Background: an optimization exercise with open tools, aiming at small area and a short achievable clock period. Do not read the settings as production practice. RTL that was checked went through simulation tests only; none was proved equivalent to the original. Function not checked in run 2: the RTL went through the layout flow alone. Power is estimated from default activity; no workload was simulated.

==> design.v <==
package step_pkg;
  localparam int STEP_AXES = 4;
endpackage
import step_pkg::*;
module step_axis
(
  input  logic        clk,
  input  logic        rst,
  input  logic [31:0] wd,        
  input  logic        wd_zero,   
  input  logic        wd_hi,     
  input  logic        we_per,
  input  logic        we_pul,
  input  logic        we_dir,
  input  logic        stop,      
  input  logic        go,        
  input  logic        go_free,   
  output logic [1:0]  state,
  output logic [31:0] count,
  output logic [31:0] period,
  output logic [31:0] pulses,
  output logic        cfg_dir,
  output logic        step,
  output logic        dir,
  output logic        enable
);
  function automatic logic [31:0] inc32(input logic [31:0] a);
    logic [7:0] ga;
    logic [7:0] ci;
    for (int j = 0; j < 8; j++)
      ga[j] = &a[4*j +: 4];
    ci[0] = 1'b1;
    for (int j = 1; j < 8; j++)
      ci[j] = ci[j-1] & ga[j-1];
    for (int j = 0; j < 8; j++)
    begin
      inc32[4*j]   = a[4*j]   ^ ci[j];
      inc32[4*j+1] = a[4*j+1] ^ (ci[j] & a[4*j]);
      inc32[4*j+2] = a[4*j+2] ^ (ci[j] & a[4*j] & a[4*j+1]);
      inc32[4*j+3] = a[4*j+3] ^ (ci[j] & a[4*j] & a[4*j+1] & a[4*j+2]);
    end
  endfunction
  function automatic logic ge32(input logic [31:0] a, input logic [31:0] b);
    logic [7:0] gt;
    logic [7:0] eq;
    logic       r;
    for (int j = 0; j < 8; j++)
    begin
      gt[j] = (a[4*j +: 4] > b[4*j +: 4]);
      eq[j] = (a[4*j +: 4] == b[4*j +: 4]);
    end
    r = 1'b1;
    for (int j = 0; j < 8; j++)
      r = gt[j] | (eq[j] & r);
    ge32 = r;
  endfunction
  logic        s_free;    
  logic        s_cnt;     
  logic [31:0] timer;
  logic        per_hi;    
  logic        pul_zero;  
  logic        last;      
  logic        step_q;
  logic        idle;
  logic        entry;
  logic        nx_free;
  logic        nx_cnt;
  logic [31:0] period_d;
  logic [31:0] pulses_d;
  logic        per_hi_d;
  logic [31:0] t_inc;
  logic [31:0] c_inc;
  logic        t_run;     
  logic        t_eq;
  assign idle  = ~(s_free | s_cnt);
  assign entry = idle & go;
  assign nx_free = (entry & go_free) | (s_free & ~stop);
  assign nx_cnt  = (entry & ~go_free) |
                   (s_cnt & ~stop & ~pul_zero & ~(step_q & last));
  assign enable = nx_free | nx_cnt;
  assign step   = step_q;
  logic per_w, per_k, pul_w, pul_k;
  assign per_w = ~rst & we_per;
  assign per_k = ~rst & ~we_per;
  assign pul_w = ~rst & we_pul;
  assign pul_k = ~rst & ~we_pul;
  assign period_d = ({32{per_w}} & wd) | ({32{per_k}} & period);
  assign pulses_d = ({32{pul_w}} & wd) | ({32{pul_k}} & pulses);
  assign per_hi_d = (per_w & wd_hi) | (per_k & per_hi);
  assign t_inc = inc32(timer);
  assign c_inc = inc32(count);
  assign t_run = ~rst & ~step_q & ((s_free & ~stop) | (s_cnt & ~stop & ~pul_zero));
  assign t_eq = (t_inc[31:2] == period_d[31:2]) &
                (t_inc[1] == (period_d[1] | ~per_hi_d)) &
                (t_inc[0] == (period_d[0] & per_hi_d));
  logic cnt_s, cnt_k;
  assign cnt_s = ~(rst | entry) & step_q;
  assign cnt_k = ~(rst | entry) & ~step_q;
  always_ff @(posedge clk)
  begin
    period   <= period_d;
    pulses   <= pulses_d;
    per_hi   <= per_hi_d;
    pul_zero <= rst | (we_pul ? wd_zero : pul_zero);
    cfg_dir  <= ~rst & (we_dir ? wd[0] : cfg_dir);
    s_free   <= ~rst & nx_free;
    s_cnt    <= ~rst & nx_cnt;
    step_q   <= t_run & t_eq;
    last     <= ge32(c_inc, pulses_d);
    if (idle)
      timer <= 32'd0;
    else if (step_q)
      timer <= 32'd1;
    else
      timer <= t_inc;
    count    <= ({32{cnt_s}} & c_inc) | ({32{cnt_k}} & count);
    if (rst)
      dir <= 1'b0;
    else if (entry)
      dir <= cfg_dir;
  end
  assign state = {s_cnt, s_free};
endmodule
import step_pkg::*;
module step_top
(
  input  logic                      clk,
  input  logic                      rst,
  input  logic [7:0]                address,
  input  logic [31:0]               writedata,
  input  logic                      write,
  input  logic                      read,
  output logic [31:0]               readdata,
  output logic [4-1:0] step,
  output logic [4-1:0] dir,
  output logic [4-1:0] enable
);
  logic [3:0] page;
  logic [3:0] off;
  logic       axis_ok;
  logic       off_ok;
  logic       wd_zero;
  logic       wd_hi;
  logic       wr_err;
  logic [3:0] c_stop;
  logic [3:0] c_go;       
  logic       c_free;     
  logic [3:0][1:0]  st;
  logic [3:0][31:0] cnt;
  logic [3:0][31:0] per;
  logic [3:0][31:0] pul;
  logic [3:0]       cdir;
  assign page    = address[7:4];
  assign off     = address[3:0];
  assign axis_ok = (page[3:2] == 2'b00);
  assign off_ok  = (off == 4'd0) || (off == 4'd5) ||
                   (off == 4'd6) || (off == 4'd7);
  assign wd_hi   = |writedata[31:1];
  assign wd_zero = ~wd_hi & ~writedata[0];
  always_ff @(posedge clk)
  begin
    wr_err <= ~rst & (wr_err | (write & ~(axis_ok & off_ok)));
    c_free <= writedata[1];
    for (int i = 0; i < 4; i++)
    begin
      c_stop[i] <= ~rst & write & (page == 4'(i)) & (off == 4'd0) & writedata[0];
      c_go[i]   <= ~rst & write & (page == 4'(i)) & (off == 4'd0) &
                   (writedata[1] | writedata[2]);
    end
  end
  for (genvar i = 0; i < 4; i++)
  begin : g_axis
    logic wsel;
    assign wsel = write & (page == 4'(i));
    step_axis u_axis
    (
      .clk     (clk),
      .rst     (rst),
      .wd      (writedata),
      .wd_zero (wd_zero),
      .wd_hi   (wd_hi),
      .we_per  (wsel & (off == 4'd5)),
      .we_pul  (wsel & (off == 4'd6)),
      .we_dir  (wsel & (off == 4'd7)),
      .stop    (c_stop[i]),
      .go      (c_go[i]),
      .go_free (c_free),
      .state   (st[i]),
      .count   (cnt[i]),
      .period  (per[i]),
      .pulses  (pul[i]),
      .cfg_dir (cdir[i]),
      .step    (step[i]),
      .dir     (dir[i]),
      .enable  (enable[i])
    );
  end
  logic        rd_go;
  logic        rd_hold;
  logic        sel_err;
  logic [3:0]  sel_st, sel_cnt, sel_per, sel_pul, sel_dir;
  logic [31:0] rd_d;
  assign rd_go   = ~rst & read & ~write;
  assign rd_hold = ~rst & ~(read & ~write);
  assign sel_err = rd_go & (page == 4'd15) & (off == 4'd0);
  always_comb
  begin
    rd_d = ({32{rd_hold}} & readdata) | {31'd0, sel_err & wr_err};
    for (int i = 0; i < 4; i++)
    begin
      sel_st[i]  = rd_go & (page == 4'(i)) & (off == 4'd2);
      sel_cnt[i] = rd_go & (page == 4'(i)) & (off == 4'd4);
      sel_per[i] = rd_go & (page == 4'(i)) & (off == 4'd5);
      sel_pul[i] = rd_go & (page == 4'(i)) & (off == 4'd6);
      sel_dir[i] = rd_go & (page == 4'(i)) & (off == 4'd7);
      rd_d = rd_d | ({32{sel_cnt[i]}} & cnt[i]) | ({32{sel_per[i]}} & per[i]) |
                    ({32{sel_pul[i]}} & pul[i]) | {30'd0, {2{sel_st[i]}} & st[i]} |
                    {31'd0, sel_dir[i] & cdir[i]};
    end
  end
  always_ff @(posedge clk)
    readdata <= rd_d;
endmodule
==> flow/run.sh <==
#!/bin/bash
# The standard layout, with plain buffers (not delay cells) on the ports so that
# repair can size them; every port still gets its buffer as in the standard flow.
set -euo pipefail
cd "$(dirname "$0")/.."
bash standard.sh "BUFFER_PORTS_ARGS=-buffer_cell sky130_fd_sc_hd__buf_2" finish > make_finish.log 2>&1
==> standard.sh <==
#!/bin/bash
# synth_recipe.tcl (not shown) runs the flow's synth.tcl, then flattens the netlist and writes it again
# the make line also repeats each setting of config.mk as NAME=value (left out here)
make -C /OpenROAD-flow-scripts/flow DESIGN_CONFIG=/design/flow/config.mk WORK_HOME=/design/flow/orfs CLKGATE_MAP_FILE= SYNTH_SCRIPT=/design/flow/synth_recipe.tcl "${@:-finish}"
==> config.mk <==
export PLATFORM = sky130hd
export DESIGN_NAME = step_top
export DESIGN_NICKNAME = step_top
export VERILOG_FILES = /design/flow/design.v
export SDC_FILE = /design/flow/constraint.sdc
export NUM_CORES = 4
export LEC_CHECK = 0
export ABC_AREA = 1
export CAP_MARGIN = 20
export CORE_MARGIN = 2
export CORE_UTILIZATION = 34
export CTS_CLUSTER_DIAMETER = 100
export CTS_CLUSTER_SIZE = 20
export SETUP_SLACK_MARGIN = 4.0
export SLEW_MARGIN = 20
export TNS_END_PERCENT = 0
==> constraint.sdc <==
create_clock -name core_clock -period 7.0 [get_ports {clk}]
set_input_delay 1.4000 -clock core_clock [delete_from_list [all_inputs] [get_ports {clk}]]
set_output_delay 1.4000 -clock core_clock [all_outputs]
set_load 0.01 [all_outputs]
==> results of run 1 <==
==> metal layers <==
layer,track usage [%],wire length (um),part of all wire [%],vias to the layer above
met3,8.06,16400,12,312
met1,38.5,54500,41,13900
met2,40.4,53300,40,1688
met5,1.38,165,0.12,-
li1,-,-,-,13500
met4,14.1,7760,5.9,2
==> what timing repair did <==
item / 4_1_cts / 5_1_grt
buffers inserted: 44 / 1
gates cloned: 17 / 2
gates resized for setup: 186 / 26
pin swaps: 37 / 6
setup endpoints to repair: 184 / 99
==> flip-flops by register name (all words and copies together) (netlist names) <==
register and flops:
c_free 1, c_go 4, c_stop 4, g_axis.u_axis.cfg_dir 4, g_axis.u_axis.count 128, g_axis.u_axis.dir 4
g_axis.u_axis.last 4, g_axis.u_axis.per_hi 4, g_axis.u_axis.period 128, g_axis.u_axis.pul_zero 4, g_axis.u_axis.pulses 128, g_axis.u_axis.s_cnt 4
g_axis.u_axis.s_free 4, g_axis.u_axis.step_q 4, g_axis.u_axis.timer 128, readdata 32, wr_err 1
==> synth_stat cells (28+ instances only) <==
cell,count
nand2_1,799
inv_1,615
dfxtp_1,586
nor2_1,332
nand3_1,314
ha_1,312
o22ai_1,204
o21ai_0,155
a21oi_1,130
clkbuf_1,89
nand4_1,62
a221oi_1,47
buf_2,35
xor2_1,35
xnor2_1,32
o211ai_1,31
a32o_1,29
nor3_1,28
==> path summary, 6_finish.rpt <==
path | to | slack [ns] | cells past startpoint
max reg2reg | g_axis[0].u_axis.last$_DFF_P_ | 3.80 | 16
max | readdata[1]$_DFF_P_ | 3.56 | 11
min reg2reg | g_axis[1].u_axis.timer[0]$_SDFF_PN0_ | 0.47 | 1
min | g_axis[1].u_axis.timer[0]$_SDFF_PN0_ | 0.47 | 1
==> stage by stage <==
stage	hold WS [ns]	setup slack (ns)	utilization [%]
2_1_floorplan	0.426	3.49	-
3_3_place_gp	0.459	1.72	36.0
3_5_place_dp	0.461	1.79	36.0
4_1_cts	0.473	3.74	38.6
5_1_grt	0.491	3.54	38.8
6_report	0.469	3.56	38.8
==> logic make-up (layout without fill, tap and decap cells) <==
family	count (synthesis)	in the layout	share of synthesized area, %
AND/OR/NAND/NOR	1596	1603	22.6
buffers and inverters	770	830	9.93
AO/OA/AOI/OAI	664	664	13.6
flip-flops	586	586	38.9
adder cells (fa/ha/maj)	312	312	13.0
XOR/XNOR	67	67	1.95
other	0	4	0
==> report_power, final <==
part / internal (W) / leakage (nW) / switching [W]
sequential: 0.00334 / 4.72 / 0.00000797
clock: 0.000951 / 0.464 / 0.00124
combinational: 0.0000645 / 9.75 / 0.000243
==> area by class of cell <==
type / instances / area (um^2)
Sequential cell: 586 / 11700
Clock inverter: 1 / 16.3
Timing Repair inverter: 10 / 73.8
Tap cell: 1165 / 1460
Fill cell: 9254 / 53900
Timing Repair Buffer: 159 / 1210
Multi-Input combinational cell: 2646 / 16300
Clock buffer: 38 / 930
Antenna cell: 4 / 10.0
Inverter: 622 / 2410
==> results.yml, run 1 <==
route:
  vias: 29300
  wire_per_inst_um: 25.2
  drtIter0Drc: 4142
  postRouteAntennaNets: 0
  wl_mm: 132
  viasPerCell: 5.61
  drc: 0
  drt_pass1_iterations: 9
clock_network:
  cts_sinks: 586
  cts_hold_buf: 0
  cts_htree_levels: 2
  clock_latency_ns: 0.62
  clk_pin_slew_ns: 0.09
  clockBufferDepth: 3
  root_buffer: "clkbuf_16"
  numCtsBuffers: 35
  cts_tree: "built"
finish:
  nets: 4416
  fin_area_um2: 34200
  fin_cells: 5231
  drive_above_1_share_pct: 9.63
  area_delta_synth_final_pct: 13.4
  layout_commonest_cell: "nand2_1"
  layout_common_cells: "nand2_1, inv_1, dfxtp_1"
worst_setup_path:
  cp_common_cell: "nand2_1"
  slowest_delay_ns: 0.58
  crit_buf_inv: 4
  path_delay_family: "buffers and inverters"
  crit_path_top_delay_cell: "a211oi_1"
  worstPathArrival_ns: 3.93
  startpoint_type: "input port"
  crit_type: "input port to flop"
  critPathRequiredTime_ns: 7.49
  critPathLaunch: "address[2]"
  cp_max_fo: 16
  crit_chain: "buf_4 > inv_1 > nor2_1 > nand2_1 > inv_1 > nand2_1 > clkinvlp_4 > nand2_1 > o2111ai_1 > a211oi_1 > nand2_1"
  cp-end-kind: "flop"
  r2r-start: "g_axis[0].u_axis.count[0]$_DFF_P_"
synth:
  synth_area_um2: 30100
  synthCells: 3995
  synth_largest_area_cell: "dfxtp_1"
  ys_warn_count: 2
  yosysSeqAreaShare_pct: 38.9
  synth.distinct_cells: 46
  synth_async_sr_flop_share_pct: 0
  synth_flop_cell: "dfxtp_1"
  avgSynthCellArea_um2: 7.54
  synth_nets: 4351
  synth.area.top_cells: "dfxtp_1, ha_1, nand2_1"
  synth_edf_count: 0
  ys_ff_latch: 586
  synth_top_area_share_pct: 38.9
timing:
  setup_tns_ns: 0
  rsz0062_at_grt: "yes"
  max_freq_mhz: 291
  layout_min_cycle_time_ns: 3.44
  slew_viol_final: 0
  relSlewSlack_pct: 28.4
  worst_pin_slew_ns: 1.07
  setup_viol_count_final: 0
  post-route-period-util_pct: 49.1
  hold_viol_final: 0
  skew_ns: 0.0345
floorplanning:
  die_h_um: 302
  io_pins: 88
  die_x_um: 302
  core_um2: 88100
  initial_core_util_pct: 34.2
  die_area_um2: 91000
  rows: 109
place:
  placed_cell_area_um2: 31700
  place_hpwl_mm: 98.9
  gp_congestion: 1.05
  dpl.cell_count: 5124
  port_buffers: 87
grt:
  track_usage_pct: 28.3
  antenna_found_initial: 5
  grt_pass1_wl_mm: 186
  grt_max_degree: 58
  grt_pass1_vias: 26700
  grt_overflow: 0
power_and_ir_drop:
  vdd_drop_max_v: 0.000144
  p_total_w: 0.00584
  power_leakage_nw: 14.9
  power_density_nw_per_um2: 171
worst_hold_path:
  worstHoldStart: "g_axis[1].u_axis.timer[0]$_SDFF_PN0_"
  holdCritPathClass: "flop to flop"
outcome:
  status: "finished clean"
job:
  drv_cap: 0
==> run 2: changes to the inputs <==
--- a/design.v
+++ b/design.v
@@ -16,4 +16,6 @@
   input  logic        go,        
   input  logic        go_free,   
+  input  logic        stop_nx,   
+  input  logic        go_nx,
   output logic [1:0]  state,
   output logic [31:0] count,
@@ -62,4 +64,5 @@
   logic        last;      
   logic        step_q;
+  logic        t_clr;     
   logic        idle;
   logic        entry;
@@ -78,5 +81,8 @@
   assign nx_cnt  = (entry & ~go_free) |
                    (s_cnt & ~stop & ~pul_zero & ~(step_q & last));
-  assign enable = nx_free | nx_cnt;
+  logic en_go, en_free, en_cnt;
+  logic pul_zero_d;
+  assign pul_zero_d = rst | (we_pul ? wd_zero : pul_zero);
+  assign enable = en_go | en_free | (en_cnt & ~(step_q & last));
   assign step   = step_q;
   logic per_w, per_k, pul_w, pul_k;
@@ -102,5 +108,8 @@
     pulses   <= pulses_d;
     per_hi   <= per_hi_d;
-    pul_zero <= rst | (we_pul ? wd_zero : pul_zero);
+    pul_zero <= pul_zero_d;
+    en_go    <= ~rst & ~(nx_free | nx_cnt) & go_nx;
+    en_free  <= ~rst & nx_free & ~stop_nx;
+    en_cnt   <= ~rst & nx_cnt & ~stop_nx & ~pul_zero_d;
     cfg_dir  <= ~rst & (we_dir ? wd[0] : cfg_dir);
     s_free   <= ~rst & nx_free;
@@ -108,5 +117,6 @@
     step_q   <= t_run & t_eq;
     last     <= ge32(c_inc, pulses_d);
-    if (idle)
+    t_clr    <= rst | ~(nx_free | nx_cnt);
+    if (t_clr)
       timer <= 32'd0;
     else if (step_q)
@@ -143,4 +153,13 @@
   logic       wd_hi;
   logic       wr_err;
+  logic [3:0] c_stop_nx;
+  logic [3:0] c_go_nx;
+  always_comb
+    for (int i = 0; i < 4; i++)
+    begin
+      c_stop_nx[i] = ~rst & write & (page == 4'(i)) & (off == 4'd0) & writedata[0];
+      c_go_nx[i]   = ~rst & write & (page == 4'(i)) & (off == 4'd0) &
+                     (writedata[1] | writedata[2]);
+    end
   logic [3:0] c_stop;
   logic [3:0] c_go;       
@@ -162,10 +181,6 @@
     wr_err <= ~rst & (wr_err | (write & ~(axis_ok & off_ok)));
     c_free <= writedata[1];
-    for (int i = 0; i < 4; i++)
-    begin
-      c_stop[i] <= ~rst & write & (page == 4'(i)) & (off == 4'd0) & writedata[0];
-      c_go[i]   <= ~rst & write & (page == 4'(i)) & (off == 4'd0) &
-                   (writedata[1] | writedata[2]);
-    end
+    c_stop <= c_stop_nx;
+    c_go   <= c_go_nx;
   end
   for (genvar i = 0; i < 4; i++)
@@ -186,4 +201,6 @@
       .go      (c_go[i]),
       .go_free (c_free),
+      .stop_nx (c_stop_nx[i]),
+      .go_nx   (c_go_nx[i]),
       .state   (st[i]),
       .count   (cnt[i]),
--- a/config.mk
+++ b/config.mk
@@ -9,5 +9,5 @@
 export CAP_MARGIN = 20
 export CORE_MARGIN = 2
-export CORE_UTILIZATION = 34
+export CORE_UTILIZATION = 40
 export CTS_CLUSTER_DIAMETER = 100
 export CTS_CLUSTER_SIZE = 20
==> run 2 against run 1 <==
Effect of this change: still clean; die area shrank 13%; global-route usage up 2.5 points; clock power is 4% higher; sequential cell count grew 16; core utilization grew 6.1 points; synthesized cell count is 1.6% higher; non-clock buffer count shrank 3; combinational power decreased by 11%; synthesized area rose by 1.9%; fmax fell by 2.5%; largest cell class unchanged.
==> results.yml, run 2 <==
worst_setup_path:
  slowest_delay_ns: 0.48
  critPathRequiredTime_ns: 7.45
  r2r_cells: 16
  cp_max_fo: 23
  crit_path_top_delay_cell: "a221oi_2"
  worstPathArrival_ns: 3.97
  startpoint_type: "input port"
  crit_type: "input port to flop"
  cp-end-kind: "flop"
  crit_chain: "buf_2 > inv_2 > nand3_1 > nor2_1 > nand2_1 > buf_4 > o22ai_1 > a221oi_2 > nand4_1"
timing:
  relSlewSlack_pct: 27.6
  skew_ns: 0.0325
  setup_tns_ns: 0
  hold_viol_final: 0
  worst_pin_slew_ns: 1.08
  layout_min_cycle_time_ns: 3.52
  max_freq_mhz: 284
  setup_viol_count_final: 0
  post-route-period-util_pct: 50.4
  rsz0062_at_grt: "yes"
  slew_viol_final: 0
  setup_ws_ns: 3.48
grt:
  grt_overflow: 0
  track_usage_pct: 30.8
  busiest_layer: "met2"
  grt_pass1_vias: 26700
  grt_util_met3_pct: 6.83
  grt_max_degree: 48
  antenna_found_initial: 6
  grtUsageMet1_pct: 42.8
  grt_pass1_wl_mm: 178
  use_met2_pct: 44.8
synth:
  synth_flop_cell: "dfxtp_1"
  synthCells: 4057
  synth_top_area_share_pct: 39.3
  synth.area.top_cells: "dfxtp_1, ha_1, nand2_1"
  synth_async_sr_flop_share_pct: 0
  synth_edf_count: 0
  yosysSeqAreaShare_pct: 39.3
  synthSimpleGateAreaFrac_pct: 22.5
  synth_top_family_by_area: "simple AND/OR/NAND/NOR gates"
  synth_largest_area_cell: "dfxtp_1"
  yosys.cell_count.top_type: "nand2_1"
  synth_area_um2: 30700
  ys_warn_count: 2
  synth_compound_area_share_pct: 13.3
  synth_commonest_cells: "nand2_1, inv_1, dfxtp_1, nor2_1, nand3_1"
  ys_ff_latch: 602
  synth.distinct_cells: 47
  synth_nets: 4413
  synth_mux_area_share_pct: 0
  avgSynthCellArea_um2: 7.57
  synth_xor_area_share_pct: 1.88
  synthAdderAreaFrac_pct: 12.7
place:
  gp_congestion: 0.979
  port_buffers: 87
  pre_cts_ws_ns: 2.12
  place_hpwl_mm: 94.6
finish:
  nets: 4461
  layout_commonest_cell: "nand2_1"
  layout_common_cells: "nand2_1, inv_1, dfxtp_1"
  area_delta_synth_final_pct: 10.9
  drive_above_1_share_pct: 8.08
clock_network:
  clk_pin_slew_ns: 0.09
  root_buffer: "clkbuf_16"
  cts_sinks: 602
  cts_hold_buf: 0
  cts_htree_levels: 2
  clockBufferDepth: 3
  cts_tree: "built"
  numCtsBuffers: 36
  clock_latency_ns: 0.60
power_and_ir_drop:
  vdd_drop_max_v: 0.000145
  comb_power_share_pct: 4.6
  power_density_nw_per_um2: 176
  p_int_w: 0.00451
  switchingPower_w: 0.00149
  seq_power_share_pct: 57.4
  switching_share_pct: 24.9
  clkPwrFrac_pct: 38.1
  power_leakage_nw: 15.0
floorplanning:
  die_h_um: 281
  initial_core_util_pct: 40.4
  rows: 101
  io_pins: 88
  core_um2: 75900
  die_x_um: 281
  die_area_um2: 79000
route:
  drtIter0Drc: 3367
  wl_mm: 123
  viasPerCell: 5.61
  drt_pass1_iterations: 6
  wire_per_inst_um: 24.0
  vias: 28800
  postRouteAntennaNets: 0
  drc: 0
worst_hold_path:
  hold_depth: 1
  holdCritPathClass: "flop to flop"
outcome:
  status: "finished clean"
job:
  drv_cap: 0
-- run 2: final timing paths --
path | startpoint | to | slack [ns]
worst max register to register | g_axis[2].u_axis.count[0]$_DFF_P_ | g_axis[2].u_axis.last$_DFF_P_ | 3.58
worst max-delay path | write | readdata[22]$_DFF_P_ | 3.48
worst min register to register | g_axis[3].u_axis.t_clr$_DFF_P_ | g_axis[3].u_axis.timer[0]$_SDFF_PP0_ | 0.40
worst min-delay path | g_axis[3].u_axis.t_clr$_DFF_P_ | g_axis[3].u_axis.timer[0]$_SDFF_PP0_ | 0.40
-- run 2: power groups by stage --
stage | Sequential (W) | Clock, W | Combinational, W
floorplan | 0.00351 | 0 | 0.000104
global placement | 0.00352 | 0 | 0.000233
detailed placement | 0.00352 | 0 | 0.000235
CTS | 0.00344 | 0.00230 | 0.000259
global route | 0.00344 | 0.00241 | 0.000276
finish | 0.00344 | 0.00228 | 0.000274
-- run 2: repair_timing --
item                                    4_1_cts  5_1_grt
pin swaps                                    23        1
gates cloned                                  6        0
endpoints found under the setup margin       71       56
gates resized for setup                     122        4
buffers inserted                             31        0
-- run 2: metrics by stage --
step / instances / total power [W] / hold slack (ns) / utilization, % / area [um^2]
global route: 5140 / 0.00613 / 0.421 / 44.8 / 34000
floorplan: 4057 / 0.00362 / 0.381 / - / 30800
CTS: 5140 / 0.00600 / 0.400 / 44.8 / 34000
detailed placement: 5060 / 0.00376 / 0.391 / 42.3 / 32100
finish: 5141 / 0.00600 / 0.400 / 44.8 / 34000
global placement: 5060 / 0.00375 / 0.388 / 42.3 / 32100
-- run 2: critical path, delay by kind of cell --
| kind | cells | cell delay [ns] |
|---|---|---|
| compound gates | 2 | 0.66 |
| simple gates | 4 | 1.07 |
| buf+inv | 3 | 0.81 |
-- run 2: cell type report --
cell class | instances | area, um^2
Fill cell | 7751 | 41900
Clock buffer | 40 | 958
Multi-Input combinational cell | 2655 | 16100
Timing Repair inverter | 3 | 20.0
Inverter | 651 | 2490
Sequential cell | 602 | 12100
Tap cell | 1030 | 1290
Clock inverter | 3 | 62.6
Antenna cell | 1 | 2.50
Timing Repair Buffer | 156 | 1120
-- run 2: metal layers --
metal	routed length, um	vias up
li1	-	13600
met3	13700	281
met2	50300	1332
met5	39	-
met4	6790	6
met1	52600	13600
-- run 2: cells by family (layout without fill, tap and decap cells) --
kind of cell	Yosys count	count (layout)
fa+ha+maj	312	312
other cells	0	1
compound gates	662	662
simple gates	1614	1615
xor+xnor	66	66
buf+inv	801	853
flops	602	602

[re-timing with driven ports]
No port has a modelled driver above. Below, the same layouts with a new extraction and two added sets of constraints.
Step 1 (the two cells are an assumption about what drives the block):
set clk [get_ports {clk}]
set_driving_cell -lib_cell sky130_fd_sc_hd__clkbuf_16 $clk
set_driving_cell -lib_cell sky130_fd_sc_hd__buf_2 [delete_from_list [all_inputs] $clk]
Step 2, shift: input delay + t, output delay - t, t = (earliest + latest rising clock arrival at the registers) / 2. This alone moves slack from input paths to output paths.
a / b / c = no drivers / after step 1 / after step 2; a / b = the first two.
| run | t (ns) | setup WS [ns] | hold WS [ns] | worst setup path at the end | worst slew at a driven data input, ns |
|---|---|---|---|---|---|
| run 1 | 0.675 | 3.562 / 3.595 / 2.936 | 0.469 / 0.469 / 0.469 | input to register | 0.04 |
| run 2 | 0.657 | 3.475 / 3.511 / 2.855 | 0.400 / 0.400 / 0.400 | input to register | 0.07 |
After both steps setup and hold are still met in every run listed. For run 1, which loses most, drivers alone change the setup slack by +0.033 ns; drivers and shift together by -0.626 ns.
